This design comes from an exercise in tuning for small area, a short achievable clock period and few clock cycles per item on the open sky130 flow, not from production work.
Only simulation tests tie the RTL to the original design; equivalence was not proved.

==> inputs of v39 <==
==> flow/design.v (excerpt) <==
module linear_scan_min_priority_queue_top (
   input  logic                              clock,
   input  logic                              reset,
   input  logic                              req_valid,
   output logic                              req_ready,
   input  logic [1:0]                        req_type,
   input  logic [lsmpq_pkg::BOARD_W-1:0]     req_board_code,
   input  logic [lsmpq_pkg::KEY_W-1:0]       req_entry_key,
   output logic                              rsp_valid,
   input  logic                              rsp_ready,
   output logic [lsmpq_pkg::BOARD_W-1:0]     rsp_out_board,
   output logic [lsmpq_pkg::KEY_W-1:0]       rsp_out_key,
   output logic                              rsp_found,
   output logic [1:0]                        rsp_status,
   output logic                              rsp_now_empty
);
   localparam int DEPTH = lsmpq_pkg::DEPTH;
   logic                             r_valid_ff;
   logic [1:0]                       r_type_ff;
   logic [lsmpq_pkg::KEY_W-1:0]      r_key_ff;
   logic [lsmpq_pkg::BOARD_BITS-1:0] r_board_ff;
   typedef struct packed {
  ...
==> module lsmpq_store, before the edit <==
module lsmpq_store (
   input  logic                                clock,
   input  logic                                reset,
   input  logic                                push,       
   input  logic                                pop,        
   input  logic [lsmpq_pkg::KEY_W-1:0]         in_key,
   input  logic [lsmpq_pkg::BOARD_BITS-1:0]    in_board,
   output logic [lsmpq_pkg::DEPTH-1:0]         valid,
   output logic [lsmpq_pkg::KEY_W-1:0]         head_key,
   output logic [lsmpq_pkg::BOARD_BITS-1:0]    head_board,
   output logic [lsmpq_pkg::DEPTH-1:0]         match
);
   localparam int DEPTH   = lsmpq_pkg::DEPTH;
   localparam int KEY_W   = lsmpq_pkg::KEY_W;
   localparam int BOARD_W = lsmpq_pkg::BOARD_BITS;
   logic [KEY_W-1:0]   key_ff   [0:DEPTH-1];
   logic [BOARD_W-1:0] board_ff [0:DEPTH-1];
   logic [DEPTH-1:0]   valid_ff;
   logic [DEPTH-1:0]   gt;        
   assign valid      = valid_ff;
   assign head_key   = key_ff[0];
   assign head_board = board_ff[0];
   genvar i;
   generate
      for (i = 0; i < DEPTH; i++) begin : g_slot
         assign gt[i]    = !valid_ff[i] || (key_ff[i] > in_key);
         assign match[i] = valid_ff[i] && (board_ff[i] == in_board);
         always_ff @(posedge clock) begin
            if (reset) begin
               valid_ff[i] <= 1'b0;
            end else if (pop) begin
               valid_ff[i] <= (i == DEPTH - 1) ? 1'b0 : valid_ff[(i + 1) % DEPTH];
            end else if (push) begin
               valid_ff[i] <= (i == 0) ? 1'b1 : valid_ff[(i + DEPTH - 1) % DEPTH];
            end
         end
         always_ff @(posedge clock) begin
            if (pop) begin
               if (i != DEPTH - 1) begin
                  key_ff[i]   <= key_ff[(i + 1) % DEPTH];
                  board_ff[i] <= board_ff[(i + 1) % DEPTH];
               end
            end else if (push && gt[i]) begin
               if (i == 0 || !gt[(i + DEPTH - 1) % DEPTH]) begin
                  key_ff[i]   <= in_key;
                  board_ff[i] <= in_board;
               end else begin
                  key_ff[i]   <= key_ff[(i + DEPTH - 1) % DEPTH];
                  board_ff[i] <= board_ff[(i + DEPTH - 1) % DEPTH];
               end
            end
         end
      end
   endgenerate
endmodule
==> module linear_scan_min_priority_queue_top, before the edit <==
module linear_scan_min_priority_queue_top (
   input  logic                              clock,
   input  logic                              reset,
   input  logic                              req_valid,
   output logic                              req_ready,
   input  logic [1:0]                        req_type,
   input  logic [lsmpq_pkg::BOARD_W-1:0]     req_board_code,
   input  logic [lsmpq_pkg::KEY_W-1:0]       req_entry_key,
   output logic                              rsp_valid,
   input  logic                              rsp_ready,
   output logic [lsmpq_pkg::BOARD_W-1:0]     rsp_out_board,
   output logic [lsmpq_pkg::KEY_W-1:0]       rsp_out_key,
   output logic                              rsp_found,
   output logic [1:0]                        rsp_status,
   output logic                              rsp_now_empty
);
   localparam int DEPTH = lsmpq_pkg::DEPTH;
   logic                             r_valid_ff;
   logic [1:0]                       r_type_ff;
   logic [lsmpq_pkg::KEY_W-1:0]      r_key_ff;
   logic [lsmpq_pkg::BOARD_BITS-1:0] r_board_ff;
   typedef struct packed {
      logic [lsmpq_pkg::BOARD_W-1:0] board;
      logic [lsmpq_pkg::KEY_W-1:0]   key;
      logic                          found;
      logic [1:0]                    status;
      logic                          now_empty;
   } rsp_type;
   logic    out_valid_ff, skid_valid_ff;
   rsp_type out_ff, skid_ff, res;
   logic             exec;
   logic             is_push, is_pop, is_contains;
   logic             full, empty;
   logic             do_push, do_pop;
   logic [DEPTH-1:0] valid, match;
   logic [lsmpq_pkg::KEY_W-1:0]      head_key;
   logic [lsmpq_pkg::BOARD_BITS-1:0] head_board;
   assign exec        = r_valid_ff && !skid_valid_ff;
   assign req_ready   = !r_valid_ff || !skid_valid_ff;
   assign is_push     = (r_type_ff == lsmpq_pkg::REQ_PUSH);
   assign is_pop      = (r_type_ff == lsmpq_pkg::REQ_POP);
   assign is_contains = (r_type_ff == lsmpq_pkg::REQ_CONTAINS);
   assign full        = valid[DEPTH-1];
   assign empty       = !valid[0];
   assign do_push     = exec && is_push && !full;
   assign do_pop      = exec && is_pop;
   lsmpq_store u_store (
      .clock      (clock),
      .reset      (reset),
      .push       (do_push),
      .pop        (do_pop),
      .in_key     (r_key_ff),
      .in_board   (r_board_ff),
      .valid      (valid),
      .head_key   (head_key),
      .head_board (head_board),
      .match      (match)
   );
   always_comb begin
      res           = '0;
      res.now_empty = empty;
      if (is_push) begin
         if (full) res.status = lsmpq_pkg::STATUS_FULL;
         res.now_empty = 1'b0;
      end else if (is_pop) begin
         if (empty) begin
            res.status = lsmpq_pkg::STATUS_EMPTY;
         end else begin
            res.key       = head_key;
            res.board     = lsmpq_pkg::from_store(head_board);
            res.now_empty = !valid[1];
         end
      end else if (is_contains) begin
         res.found = |match;
      end
   end
   assign rsp_valid     = out_valid_ff;
   assign rsp_out_board = out_ff.board;
   assign rsp_out_key   = out_ff.key;
   assign rsp_found     = out_ff.found;
   assign rsp_status    = out_ff.status;
   assign rsp_now_empty = out_ff.now_empty;
   always_ff @(posedge clock) begin
      if (reset) begin
         r_valid_ff    <= 1'b0;
         out_valid_ff  <= 1'b0;
         skid_valid_ff <= 1'b0;
      end else begin
         if (req_ready) r_valid_ff <= req_valid;
         if (!out_valid_ff || rsp_ready) begin
            out_valid_ff  <= skid_valid_ff || exec;
            skid_valid_ff <= 1'b0;
         end else if (exec) begin
            skid_valid_ff <= 1'b1;
         end
      end
   end
   always_ff @(posedge clock) begin
      if (req_ready) begin
         r_type_ff  <= req_type;
         r_key_ff   <= req_entry_key;
         r_board_ff <= lsmpq_pkg::to_store(req_board_code);
      end
      if (!out_valid_ff || rsp_ready) begin
         out_ff <= skid_valid_ff ? skid_ff : res;
      end else if (exec) begin
         skid_ff <= res;
      end
   end
endmodule
clock: 5.0 ns
lec_check: 0
cap_margin: 20
core_margin: 2
core_utilization: 40
slew_margin: 20
run.sh (not shown) runs the stock make flow with config.mk's settings and CLKGATE_MAP_FILE= SYNTH_SCRIPT=/design/flow/synth_recipe.tcl, a recipe that flattens the netlist after the stock synthesis.
==> v5 (differences from v39) <==
--- a/flow/design.v
+++ b/flow/design.v
@@ -74,19 +74,36 @@
             end
          end
+         logic             sel_up, sel_dn, sel_new, sel_hold;
+         logic [KEY_W-1:0]   up_key, dn_key;
+         logic [BOARD_W-1:0] up_board, dn_board;
+         if (i == DEPTH - 1) begin : g_top
+            assign up_key   = '0;
+            assign up_board = '0;
+         end else begin : g_mid
+            assign up_key   = key_ff[i + 1];
+            assign up_board = board_ff[i + 1];
+         end
+         if (i == 0) begin : g_bot
+            assign dn_key   = '0;
+            assign dn_board = '0;
+            assign sel_dn   = 1'b0;
+            assign sel_new  = push && gt[i];
+         end else begin : g_upper
+            assign dn_key   = key_ff[i - 1];
+            assign dn_board = board_ff[i - 1];
+            assign sel_dn   = push && gt[i - 1];
+            assign sel_new  = push && gt[i] && !gt[i - 1];
+         end
+         assign sel_up   = pop;
+         assign sel_hold = !pop && !(push && gt[i]);
          always_ff @(posedge clock) begin
-            if (pop) begin
-               if (i != DEPTH - 1) begin
-                  key_ff[i]   <= key_ff[(i + 1) % DEPTH];
-                  board_ff[i] <= board_ff[(i + 1) % DEPTH];
-               end
-            end else if (push && gt[i]) begin
-               if (i == 0 || !gt[(i + DEPTH - 1) % DEPTH]) begin
-                  key_ff[i]   <= in_key;
-                  board_ff[i] <= in_board;
-               end else begin
-                  key_ff[i]   <= key_ff[(i + DEPTH - 1) % DEPTH];
-                  board_ff[i] <= board_ff[(i + DEPTH - 1) % DEPTH];
-               end
-            end
+            key_ff[i]   <= ({KEY_W{sel_up}}     & up_key)
+                         | ({KEY_W{sel_dn}}     & dn_key)
+                         | ({KEY_W{sel_new}}    & in_key)
+                         | ({KEY_W{sel_hold}}   & key_ff[i]);
+            board_ff[i] <= ({BOARD_W{sel_up}}   & up_board)
+                         | ({BOARD_W{sel_dn}}   & dn_board)
+                         | ({BOARD_W{sel_new}}  & in_board)
+                         | ({BOARD_W{sel_hold}} & board_ff[i]);
          end
       end
@@ -110,8 +127,4 @@
 );
    localparam int DEPTH = lsmpq_pkg::DEPTH;
-   logic                             r_valid_ff;
-   logic [1:0]                       r_type_ff;
-   logic [lsmpq_pkg::KEY_W-1:0]      r_key_ff;
-   logic [lsmpq_pkg::BOARD_BITS-1:0] r_board_ff;
    typedef struct packed {
       logic [lsmpq_pkg::BOARD_W-1:0] board;
@@ -130,9 +143,9 @@
    logic [lsmpq_pkg::KEY_W-1:0]      head_key;
    logic [lsmpq_pkg::BOARD_BITS-1:0] head_board;
-   assign exec        = r_valid_ff && !skid_valid_ff;
-   assign req_ready   = !r_valid_ff || !skid_valid_ff;
-   assign is_push     = (r_type_ff == lsmpq_pkg::REQ_PUSH);
-   assign is_pop      = (r_type_ff == lsmpq_pkg::REQ_POP);
-   assign is_contains = (r_type_ff == lsmpq_pkg::REQ_CONTAINS);
+   assign req_ready   = !skid_valid_ff;
+   assign exec        = req_valid && !skid_valid_ff;
+   assign is_push     = (req_type == lsmpq_pkg::REQ_PUSH);
+   assign is_pop      = (req_type == lsmpq_pkg::REQ_POP);
+   assign is_contains = (req_type == lsmpq_pkg::REQ_CONTAINS);
    assign full        = valid[DEPTH-1];
    assign empty       = !valid[0];
@@ -144,6 +157,6 @@
       .push       (do_push),
       .pop        (do_pop),
-      .in_key     (r_key_ff),
-      .in_board   (r_board_ff),
+      .in_key     (req_entry_key),
+      .in_board   (lsmpq_pkg::to_store(req_board_code)),
       .valid      (valid),
       .head_key   (head_key),
@@ -177,9 +190,7 @@
    always_ff @(posedge clock) begin
       if (reset) begin
-         r_valid_ff    <= 1'b0;
          out_valid_ff  <= 1'b0;
          skid_valid_ff <= 1'b0;
       end else begin
-         if (req_ready) r_valid_ff <= req_valid;
          if (!out_valid_ff || rsp_ready) begin
             out_valid_ff  <= skid_valid_ff || exec;
@@ -191,9 +202,4 @@
    end
    always_ff @(posedge clock) begin
-      if (req_ready) begin
-         r_type_ff  <= req_type;
-         r_key_ff   <= req_entry_key;
-         r_board_ff <= lsmpq_pkg::to_store(req_board_code);
-      end
       if (!out_valid_ff || rsp_ready) begin
          out_ff <= skid_valid_ff ? skid_ff : res;
==> comparison <==
In v5 the die area is lower than in v39, by about 15%.
Against v5, the via count of v39 is larger by about 0.7%.
Of v39 and v5, v39 has the higher critical path depth (gap 4).
In v5 the sequential share of layout area is lower than in v39, by 9.2 points.
Testbench counts of v39, summed over its fixed seeds: cycles 4,816, items 4,800.
Testbench counts of v5, summed over its fixed seeds: cycles 4,808, items 4,800.

-- re-timing with driven ports --
How much do the figures lean on ideal ports? The routed layouts below were timed once more, with nothing changed but the port constraints.
Step 1 sets driving cells, clkbuf_16 on the clock port and buf_2 on the other inputs (assumed; they add their load-dependent delay and slew).
Step 2 moves the port delays by t, midway between the first and last clock arrival at a register: inputs arrive t later, outputs are due t later. That takes back most of the time a late clock gives input paths.
a / b / c = ideal ports / drivers / drivers and shift; a / b = the first two.
| run | shift t [ns] | setup slack, ns | worst register clock-pin slew, ns | pins driven straight from the clock port |
|---|---|---|---|---|
| v39 | 1.132 | 0.100 / 0.100 / 0.100 | 0.07 / 0.07 | 1 |
| v5 | 1.083 | 0.342 / 0.416 / -0.666 | 0.07 / 0.07 | 1 |
Met with ideal ports but missed after step 2: setup timing in v5. For v5, which loses most, drivers alone change the setup slack by +0.074 ns; drivers and shift together by -1.008 ns.
